Context: an optimization exercise on an open-source flow, tuned for small area. The choices shown serve that exercise and are no tape-out recipe.
Function was checked by simulation only, so behaviour that the tests miss may differ from the original.
The clock port is modelled as an ideal driver; clocking choices that lean on that would not hold on a real chip.
Power and IR drop assume default switching activity.

==> run a: inputs <==
Design btb_predictor, start of the top module:
module btb_predictor
#(
  parameter int ENTRIES = 16,
  parameter int WIDTH   = 32
) (
  input  logic             clk,
  input  logic             rst,
  input  logic [WIDTH-1:0] fetch_pc,
  output logic             btb_hit,
  output logic             predict_taken,
  output logic [WIDTH-1:0] predict_target,
  input  logic             ex_update,
  input  logic [WIDTH-1:0] ex_pc,
  input  logic             ex_taken,
  input  logic [WIDTH-1:0] ex_target,
  input  logic             ex_uncond,
  input  logic             ex_jalr
);
==> flow/config.mk <==
export PLATFORM = sky130hd
export DESIGN_NAME = btb_predictor
export DESIGN_NICKNAME = btb_predictor
export VERILOG_FILES = /design/flow/design.v
export SDC_FILE = /design/flow/constraint.sdc
export NUM_CORES = 4
export LEC_CHECK = 0
export CAP_MARGIN = 20
export CORE_MARGIN = 2
export CORE_UTILIZATION = 45
export PLACE_DENSITY = 0.6
export SETUP_SLACK_MARGIN = 0.1
export SLEW_MARGIN = 20
==> flow/constraint.sdc <==
create_clock -name core_clock -period 7.5 [get_ports {clk}]
set_input_delay 1.5000 -clock core_clock [delete_from_list [all_inputs] [get_ports {clk}]]
set_output_delay 1.5000 -clock core_clock [all_outputs]
set_load 0.01 [all_outputs]
standard.sh (not shown) runs the stock make flow with config.mk's settings and CLKGATE_MAP_FILE= SYNTH_SCRIPT=/design/flow/synth_recipe.tcl, a recipe that flattens the netlist after the stock synthesis.
==> flow/flow/run.sh <==
#!/bin/bash
# Own layout flow: the standard synthesis, then its combinational logic
# replaced by a hand-mapped netlist (flow/gen_netlist.py) that keeps every
# register of the standard synthesis (name and cell type), then the standard
# layout steps. Each tool's output goes to a log_*.txt file here.
set -euo pipefail
W=$(pwd)
R=$W/orfs/results/$FLOW_PLATFORM/btb_predictor/base

bash standard.sh synth > "$W/log_synth.txt" 2>&1
cp "$R/1_2_yosys.v" "$W/std_netlist.v"
if python3 flow/gen_netlist.py "$W/std_netlist.v" "$W/gen_netlist.v" > "$W/log_gen.txt" 2>&1; then
  cp "$W/gen_netlist.v" "$R/1_2_yosys.v"
  rm -f "$R/1_synth.odb" "$R/1_synth.sdc"
else
  echo "gen_netlist failed; keeping the standard netlist" >> "$W/log_gen.txt"
fi

# Port buffers are buf_1. The clock tree has no dummy loads and is built
# from clkbuf_8 leaves over small clusters; if the flip-flop clock-pin slew
# it gives (estimated from placement) is high, it is rebuilt with smaller
# clusters, then with the default settings.
PORTS="BUFFER_PORTS_ARGS=-buffer_cell sky130_fd_sc_hd__buf_1"
BASE="-sink_clustering_enable -repair_clock_nets"
TRIES=(
  "$BASE -dont_use_dummy_load -buf_list {sky130_fd_sc_hd__clkbuf_8} -sink_clustering_size 16 -sink_clustering_max_diameter 60"
  "$BASE -dont_use_dummy_load -buf_list {sky130_fd_sc_hd__clkbuf_8} -sink_clustering_size 12 -sink_clustering_max_diameter 40"
  "$BASE"
)
n=0
for CTS in "${TRIES[@]}"; do
  n=$((n + 1))
  rm -f "$R/4_1_cts.odb" "$R/4_cts.odb" "$R/4_cts.sdc"
  bash standard.sh "CTS_ARGS=$CTS" "$PORTS" cts > "$W/log_cts$n.txt" 2>&1
  ODB="$R/4_cts.odb" SDC="$R/4_cts.sdc" openroad -no_init -exit flow/clk_slew.tcl > "$W/log_slew$n.txt" 2>&1 || true
  slew=$(awk '/^WORST_CLK_SLEW/ {print $2}' "$W/log_slew$n.txt")
  echo "try $n: worst clock-pin slew ${slew:-unknown}" >> "$W/log_slew.txt"
  if [[ -n "$slew" ]] && awk -v s="$slew" 'BEGIN {exit !(s < 0.110)}'; then
    break
  fi
done
bash standard.sh "CTS_ARGS=$CTS" "$PORTS" finish > "$W/log_layout.txt" 2>&1
Other scripts of this flow, unchanged in this note and not shown: flow/flow/clk_slew.tcl, flow/flow/gen_netlist.py
==> inputs of run b, as changes to run a <==
- CORE_UTILIZATION: 45 -> 55
- PLACE_DENSITY: 0.6 -> 0.7
==> comparison <==
Run a passed the timing, design-rule and antenna checks. Run b finished but fails on setup timing.
Against run a, the sequential share of layout area of run b is higher by 0.36 points.
Of run b and run a, run a has the higher register-to-register slack (gap 0.02 ns).
Against run a, the first-iteration DRC count of run b is higher by 39%.
Flip-flop and latch count is the same in run a and run b.
In clock-buffer cell count, run a and run b do not differ.
In run a the maximum frequency is higher than in run b, by 5.0%.
Of run b and run a, run b has the higher core utilization (gap 10 points).
Against run a, the final cell count of run b is smaller by about 4%.
Sequential power is about the same in run b and run a.
Against run a, the combinational power of run b is higher by about 3%.
Against run a, the setup slack of run b is worse by 0.36 ns.

[afterwards: timing with drivers on the ports]
The flow's constraints put no driver on any port. The routed layouts listed below were extracted and timed again, unchanged, in two steps.
Step 1 (the two cells are an assumption about what drives the block):
set clk [get_ports {clk}]
set_driving_cell -lib_cell sky130_fd_sc_hd__clkbuf_16 $clk
set_driving_cell -lib_cell sky130_fd_sc_hd__buf_2 [delete_from_list [all_inputs] $clk]
Step 2 times the ports against the registers' clock, not the clock port: input delays grow and output delays shrink by t, the midpoint of the rising clock arrivals with the driver on.
a / b / c = ideal ports / drivers / drivers and shift; a / b = the first two.
run	t (ns)	slack for setup (ns)	hold slack, ns
run a	0.757	0.335 / 0.297 / 0.297	0.399 / 0.399 / 0.399
run b	0.738	-0.021 / -0.045 / -0.045	0.405 / 0.405 / 0.405
The setup slack of run a, which loses most, moves by -0.038 ns with the drivers and by -0.038 ns with both steps.
